Background: an optimization exercise with open tools, aiming at a short achievable clock period and few clock cycles per item. Do not read the settings as production practice.

Setup of rev 12:
Design dual_adc_moving_average_scaler_unit, start of the top module:
module dual_adc_moving_average_scaler_unit (
	input  wire logic                   clk,
	input  wire logic                   arst_n,
	input  wire logic                   psel,
	input  wire logic                   penable,
	input  wire logic                   pwrite,
	input  wire logic [PADDR_W-1:0]     paddr,
	input  wire logic [PDATA_W-1:0]     pwdata,
	output logic      [PDATA_W-1:0]     prdata,
	output logic                        pready,
	input  wire logic                   in_valid,
	output logic                        in_ready,
	input  wire logic [SAMPLE_BITS-1:0] battery_sample,
	input  wire logic [SAMPLE_BITS-1:0] thermistor_sample,
	output logic                        out_valid,
	input  wire logic                   out_ready,
	output logic      [OUT_W-1:0]       battery_mv,
	output logic signed [OUT_W-1:0]     temperature_centi_c,
	output logic                        window_full
);
	logic [VREF_W-1:0]  vref;
	logic [RATIO_W-1:0] ratio;
	logic [DROP_W-1:0]  drop;
	logic [OFFS_W-1:0]  offs;
	logic               wr_gain;
  ...
Settings: LEC_CHECK=0, ABC_CLOCK_PERIOD_IN_PS=2000, CAP_MARGIN=20, CORE_MARGIN=2, CORE_UTILIZATION=50, SETUP_SLACK_MARGIN=5, SLEW_MARGIN=20; clock period 8.0 ns.
run.sh (not shown) runs the stock make flow with config.mk's settings and CLKGATE_MAP_FILE= SYNTH_SCRIPT=/design/flow/synth_recipe.tcl, a recipe that flattens the netlist after the stock synthesis.
Rev 12: PASS, flow complete, no timing, DRC or antenna violations
Changes in rev 13 relative to rev 12:
diff --git a/flow/design.v b/flow/design.v
--- a/flow/design.v
+++ b/flow/design.v
@@ -120,76 +120,59 @@
 	logic [SAMPLE_BITS-1:0] tring [WINDOW_LEN-1];
 	logic [3:0]             fill_q;
 	logic                   old_ok;
 	logic [SAMPLE_BITS-1:0] bold;
 	logic [SAMPLE_BITS-1:0] told;
 	logic                   a0_q;
 	logic [SAMPLE_BITS-1:0] bin0_q;
 	logic [SAMPLE_BITS-1:0] tin0_q;
 	logic                   full0_q;
-	logic [SAMPLE_BITS-1:0] bold0_q;
-	logic [SAMPLE_BITS-1:0] told0_q;
 	logic                   a1_q;
 	logic [SAMPLE_BITS-1:0] bin1_q;
 	logic [SAMPLE_BITS-1:0] tin1_q;
 	logic [SUM_W-1:0]       bdif1_q;
 	logic [SUM_W-1:0]       tdif1_q;
 	logic                   full1_q;
 	logic [SUM_W-1:0]       b9_q;
 	logic [SUM_W-1:0]       t9_q;
 	logic [SUM_W-1:0]       bsum_d;
 	logic [SUM_W-1:0]       tsum_d;
 	logic [ENT_W-1:0]       ent_d;
 	logic [ENT_W-1:0]       ent_q [NQ];
 	logic [2:0]             cnt_q;
 	logic [2:0]             cnt_d;
 	logic [2:0]             wslot;
 	assign old_ok = (fill_q >= 4'(WINDOW_LEN - 1));
-	always_comb begin
-		if (!old_ok) begin
-			bold = '0;
-			told = '0;
-		end else if (a0_q && a1_q) begin
-			bold = bring[WINDOW_LEN-4];
-			told = tring[WINDOW_LEN-4];
-		end else if (a0_q || a1_q) begin
-			bold = bring[WINDOW_LEN-3];
-			told = tring[WINDOW_LEN-3];
-		end else begin
-			bold = bring[WINDOW_LEN-2];
-			told = tring[WINDOW_LEN-2];
-		end
-	end
 	always_ff @(posedge clk) begin
 		bin0_q  <= battery_sample;
 		tin0_q  <= thermistor_sample;
 		full0_q <= old_ok;
-		bold0_q <= bold;
-		told0_q <= told;
 	end
 	always_ff @(posedge clk or negedge arst_n) begin
 		if (!arst_n) begin
 			a0_q   <= 1'b0;
 			a1_q   <= 1'b0;
 			fill_q <= '0;
 		end else begin
 			a0_q <= accept;
 			a1_q <= a0_q;
 			if (accept && !old_ok) begin
 				fill_q <= fill_q + 4'd1;
 			end
 		end
 	end
+	assign bold = !full0_q ? '0 : (a1_q ? bring[WINDOW_LEN-3] : bring[WINDOW_LEN-2]);
+	assign told = !full0_q ? '0 : (a1_q ? tring[WINDOW_LEN-3] : tring[WINDOW_LEN-2]);
 	always_ff @(posedge clk) begin
 		bin1_q  <= bin0_q;
 		tin1_q  <= tin0_q;
-		bdif1_q <= SUM_W'(bin0_q) - SUM_W'(bold0_q);
-		tdif1_q <= SUM_W'(tin0_q) - SUM_W'(told0_q);
+		bdif1_q <= SUM_W'(bin0_q) - SUM_W'(bold);
+		tdif1_q <= SUM_W'(tin0_q) - SUM_W'(told);
 		full1_q <= full0_q;
 	end
 	always_ff @(posedge clk) begin
 		if (a1_q) begin
 			bring[0] <= bin1_q;
 			tring[0] <= tin1_q;
 			for (int i = 1; i < WINDOW_LEN - 1; i++) begin
 				bring[i] <= bring[i-1];
 				tring[i] <= tring[i-1];
@@ -588,19 +571,19 @@
 	logic               avail;
 	logic [2:0]         inflight;
 	logic [SUM_W-1:0]   bsum;
 	logic [SUM_W-1:0]   tsum;
 	logic               full;
 	logic               out_v;
 	logic [OUT_W-1:0]   out_batt;
 	logic [OUT_W-1:0]   out_temp;
 	logic               out_full;
-	logic               room_nxt;
+	logic [2:0]         inflight_nxt;
 	damsu_regs u_regs (
 		.clk     (clk),
 		.arst_n  (arst_n),
 		.psel    (psel),
 		.penable (penable),
 		.pwrite  (pwrite),
 		.paddr   (paddr),
 		.pwdata  (pwdata),
 		.prdata  (prdata),
@@ -654,26 +637,24 @@
 		.v1       (v1),
 		.v3       (v3),
 		.drop     (drop),
 		.noffs    (noffs),
 		.out_v    (out_v),
 		.out_batt (out_batt),
 		.out_temp (out_temp),
 		.out_full (out_full)
 	);
-	assign room_nxt = (inflight <= 3'd2)
-	                | ((inflight == 3'd3) & ~(accept & ~pop))
-	                | ((inflight == 3'd4) & pop & ~accept);
+	assign inflight_nxt = inflight + 3'(accept) - 3'(pop);
 	always_ff @(posedge clk or negedge arst_n) begin
 		if (!arst_n) begin
 			in_ready_q <= 1'b0;
 		end else begin
-			in_ready_q <= cfg_ready_nxt & room_nxt;
+			in_ready_q <= cfg_ready_nxt & (inflight_nxt <= 3'd3);
 		end
 	end
 	assign in_ready            = in_ready_q;
 	assign out_valid           = out_v;
 	assign battery_mv          = out_batt;
 	assign temperature_centi_c = $signed(out_temp);
 	assign window_full         = out_full;
 endmodule
 `default_nettype wire
--- outcome ---
- Diff rev 12 -> rev 13: cell area reported after detailed placement now smaller; starting utilization of the core area comparable.
- Compared with rev 12, in rev 13 share of the clock period used by the worst path after layout went up by 1.3 points; overall overflow remaining after global route barely changed; number of non-clock inverters in the layout moved down.
- The final-layout clock-cell area share on rev 13 is in line with that on rev 12.
- Rev 13 against rev 12: post-cts gate resize count +5.3%; count of placed standard cells including taps -0.92%; average routed wire per standard cell +0.078 um; wire length of the first global-routing pass ~0 delta.
- On worst path setup slack after routing, rev 12 beats rev 13.
No run of this note included a check of the RTL's function; only the layout flow was run.

========
== red ==
Another version of the RTL of dual_adc_moving_average_scaler_unit (not shown whole).
Size: roughly 1700 flip-flops.
==> module damsu_window, before the edit <==
module damsu_window (
	input  wire logic                   clk,
	input  wire logic                   arst_n,
	input  wire logic                   accept,
	input  wire logic [SAMPLE_BITS-1:0] battery_sample,
	input  wire logic [SAMPLE_BITS-1:0] thermistor_sample,
	input  wire logic                   pop,
	output logic                        avail,
	output logic      [2:0]             inflight,
	output logic      [SUM_W-1:0]       bsum,
	output logic      [SUM_W-1:0]       tsum,
	output logic                        full
);
	localparam int unsigned ENT_W = 2 * SUM_W + 1;
	localparam int unsigned NQ    = 5;
	logic [SAMPLE_BITS-1:0] bring [WINDOW_LEN];
	logic [SAMPLE_BITS-1:0] tring [WINDOW_LEN];
	logic [3:0]             fill_q;
	logic                   full_ok;
	logic                   old_ok;
	logic [SAMPLE_BITS-1:0] bold;
	logic [SAMPLE_BITS-1:0] told;
	logic                   a0_q;
	logic [SAMPLE_BITS-1:0] bin0_q;
	logic [SAMPLE_BITS-1:0] tin0_q;
	logic                   full0_q;
	logic [SAMPLE_BITS-1:0] bold0_q;
	logic [SAMPLE_BITS-1:0] told0_q;
	logic                   a1_q;
	logic [SAMPLE_BITS-1:0] bin1_q;
	logic [SAMPLE_BITS-1:0] tin1_q;
	logic [SUM_W-1:0]       bdif1_q;
	logic [SUM_W-1:0]       tdif1_q;
	logic                   full1_q;
	logic                   a2_q;
	logic                   full2_q;
	logic [SUM_W-1:0]       b10_q;
	logic [SUM_W-1:0]       t10_q;
	logic [ENT_W-1:0]       ent_d;
	logic [ENT_W-1:0]       ent_q [NQ];
	logic [2:0]             cnt_q;
	logic [2:0]             cnt_d;
	logic [NQ-1:0]          wr_np;
	logic [NQ-1:0]          wr_p;
	logic [NQ-1:0]          we;
	assign full_ok = (fill_q >= 4'(WINDOW_LEN - 1));
	assign old_ok  = (fill_q >= 4'(WINDOW_LEN));
	always_comb begin
		if (!old_ok) begin
			bold = '0;
			told = '0;
		end else if (a0_q && a1_q) begin
			bold = bring[WINDOW_LEN-3];
			told = tring[WINDOW_LEN-3];
		end else if (a0_q || a1_q) begin
			bold = bring[WINDOW_LEN-2];
			told = tring[WINDOW_LEN-2];
		end else begin
			bold = bring[WINDOW_LEN-1];
			told = tring[WINDOW_LEN-1];
		end
	end
	always_ff @(posedge clk) begin
		bin0_q  <= battery_sample;
		tin0_q  <= thermistor_sample;
		full0_q <= full_ok;
		bold0_q <= bold;
		told0_q <= told;
	end
	always_ff @(posedge clk or negedge arst_n) begin
		if (!arst_n) begin
			a0_q   <= 1'b0;
			a1_q   <= 1'b0;
			a2_q   <= 1'b0;
			fill_q <= '0;
		end else begin
			a0_q <= accept;
			a1_q <= a0_q;
			a2_q <= a1_q;
			if (accept && !old_ok) begin
				fill_q <= fill_q + 4'd1;
			end
		end
	end
	always_ff @(posedge clk) begin
		bin1_q  <= bin0_q;
		tin1_q  <= tin0_q;
		bdif1_q <= SUM_W'(bin0_q) - SUM_W'(bold0_q);
		tdif1_q <= SUM_W'(tin0_q) - SUM_W'(told0_q);
		full1_q <= full0_q;
		full2_q <= full1_q;
	end
	always_ff @(posedge clk) begin
		if (a1_q) begin
			bring[0] <= bin1_q;
			tring[0] <= tin1_q;
			for (int i = 1; i < WINDOW_LEN; i++) begin
				bring[i] <= bring[i-1];
				tring[i] <= tring[i-1];
			end
		end
	end
	always_ff @(posedge clk or negedge arst_n) begin
		if (!arst_n) begin
			b10_q <= '0;
			t10_q <= '0;
		end else if (a1_q) begin
			b10_q <= b10_q + bdif1_q;
			t10_q <= t10_q + tdif1_q;
		end
	end
	assign ent_d = {b10_q, t10_q, full2_q};
	assign cnt_d = pop ? (cnt_q + 3'(a2_q) - 3'd1) : (cnt_q + 3'(a2_q));
	always_comb begin
		for (int i = 0; i < NQ; i++) begin
			wr_np[i] = a2_q && (cnt_q == 3'(i));
			wr_p[i]  = a2_q && (cnt_q == 3'(i + 1));
			we[i]    = pop ? wr_p[i] : wr_np[i];
		end
	end
	always_ff @(posedge clk) begin
		for (int i = 0; i < NQ; i++) begin
			if (we[i]) begin
				ent_q[i] <= ent_d;
			end else if (pop && i < NQ - 1) begin
				ent_q[i] <= ent_q[(i < NQ - 1) ? i + 1 : i];
			end
		end
	end
	always_ff @(posedge clk or negedge arst_n) begin
		if (!arst_n) begin
			cnt_q <= 3'd0;
		end else begin
			cnt_q <= cnt_d;
		end
	end
	assign avail    = (cnt_q != 3'd0);
	assign inflight = cnt_q + 3'(a0_q) + 3'(a1_q) + 3'(a2_q);
	assign bsum     = ent_q[0][ENT_W-1 -: SUM_W];
	assign tsum     = ent_q[0][1 +: SUM_W];
	assign full     = ent_q[0][0];
endmodule
export LEC_CHECK = 0
export ABC_CLOCK_PERIOD_IN_PS = 2000
export CAP_MARGIN = 20
export CORE_MARGIN = 2
export CORE_UTILIZATION = 50
export SETUP_SLACK_MARGIN = 5
export SLEW_MARGIN = 20
create_clock -name core_clock -period 8.0 [get_ports {clk}]
Here is what was changed in the inputs of blue compared with red.
diff --git a/flow/design.v b/flow/design.v
--- a/flow/design.v
+++ b/flow/design.v
@@ -137,13 +137,11 @@
 	logic [SUM_W-1:0]       t10_q;
 	logic [ENT_W-1:0]       ent_d;
 	logic [ENT_W-1:0]       ent_q [NQ];
 	logic [2:0]             cnt_q;
 	logic [2:0]             cnt_d;
-	logic [NQ-1:0]          wr_np;
-	logic [NQ-1:0]          wr_p;
-	logic [NQ-1:0]          we;
+	logic [2:0]             wslot;
 	assign full_ok = (fill_q >= 4'(WINDOW_LEN - 1));
 	assign old_ok  = (fill_q >= 4'(WINDOW_LEN));
 	always_comb begin
 		if (!old_ok) begin
 			bold = '0;
@@ -207,21 +205,15 @@
 			b10_q <= b10_q + bdif1_q;
 			t10_q <= t10_q + tdif1_q;
 		end
 	end
 	assign ent_d = {b10_q, t10_q, full2_q};
-	assign cnt_d = pop ? (cnt_q + 3'(a2_q) - 3'd1) : (cnt_q + 3'(a2_q));
-	always_comb begin
-		for (int i = 0; i < NQ; i++) begin
-			wr_np[i] = a2_q && (cnt_q == 3'(i));
-			wr_p[i]  = a2_q && (cnt_q == 3'(i + 1));
-			we[i]    = pop ? wr_p[i] : wr_np[i];
-		end
-	end
+	assign cnt_d = cnt_q + 3'(a2_q) - 3'(pop);
+	assign wslot = cnt_q - 3'(pop);
 	always_ff @(posedge clk) begin
 		for (int i = 0; i < NQ; i++) begin
-			if (we[i]) begin
+			if (a2_q && wslot == 3'(i)) begin
 				ent_q[i] <= ent_d;
 			end else if (pop && i < NQ - 1) begin
 				ent_q[i] <= ent_q[(i < NQ - 1) ? i + 1 : i];
 			end
 		end
### Flow results
red | stages: all done | timing, DRC, antenna: all pass
blue: PASS, flow complete, no timing, DRC or antenna violations
Critical path class = primary input to register: blue; critical path class = register to primary output: red
The instance count after placement with tap cells included in blue was lower than what red gave.
blue ends up with a synthesis-to-finish area growth that is 1.7 points higher than in red.
Going from red to blue, quantity of gates resized following cts grows by 150.
Max data-path buffer share of cell area in the final layout across blue and red: blue
red vs blue, cell with the biggest individual delay on the critical path: sky130_fd_sc_hd__dfrtp_2 vs sky130_fd_sc_hd__nor3_4
blue: via count 3.2% below red
blue vs red, clock buffer count in the final layout went up by 19.
red has higher number of global-route vias before repair than blue.
Compared with red, placement density in the core of blue is higher.
No functional check of the RTL was part of any run of this note.

-- static timing again, ports no longer ideal --
How much do the figures lean on ideal ports? The routed layouts below were timed once more, with nothing changed but the port constraints.
Step 1 assumes that a clkbuf_16 drives the clock port and a buf_2 every other input.
Step 2 moves the port delays by t, midway between the first and last clock arrival at a register: inputs arrive t later, outputs are due t later. That takes back most of the time a late clock gives input paths.
a / b / c = no drivers / after step 1 / after step 2; a / b = the first two.
run	shift t [ns]	setup WS [ns]	worst setup path at the end	slew at the worst register clock pin (ns)	pins driven straight from the clock port
rev 12	0.915	4.902 / 4.846 / 4.147	input to register	0.07 / 0.07	1
rev 13	0.905	4.801 / 4.801 / 4.054	input to register	0.07 / 0.07	1
red	0.940	4.879 / 4.788 / 4.157	input to register	0.07 / 0.07	1
blue	0.927	4.770 / 4.801 / 3.874	input to register	0.07 / 0.07	1
After both steps every run listed still meets setup and hold. The setup slack of blue, which loses most, moves by +0.031 ns with the drivers and by -0.896 ns with both steps.
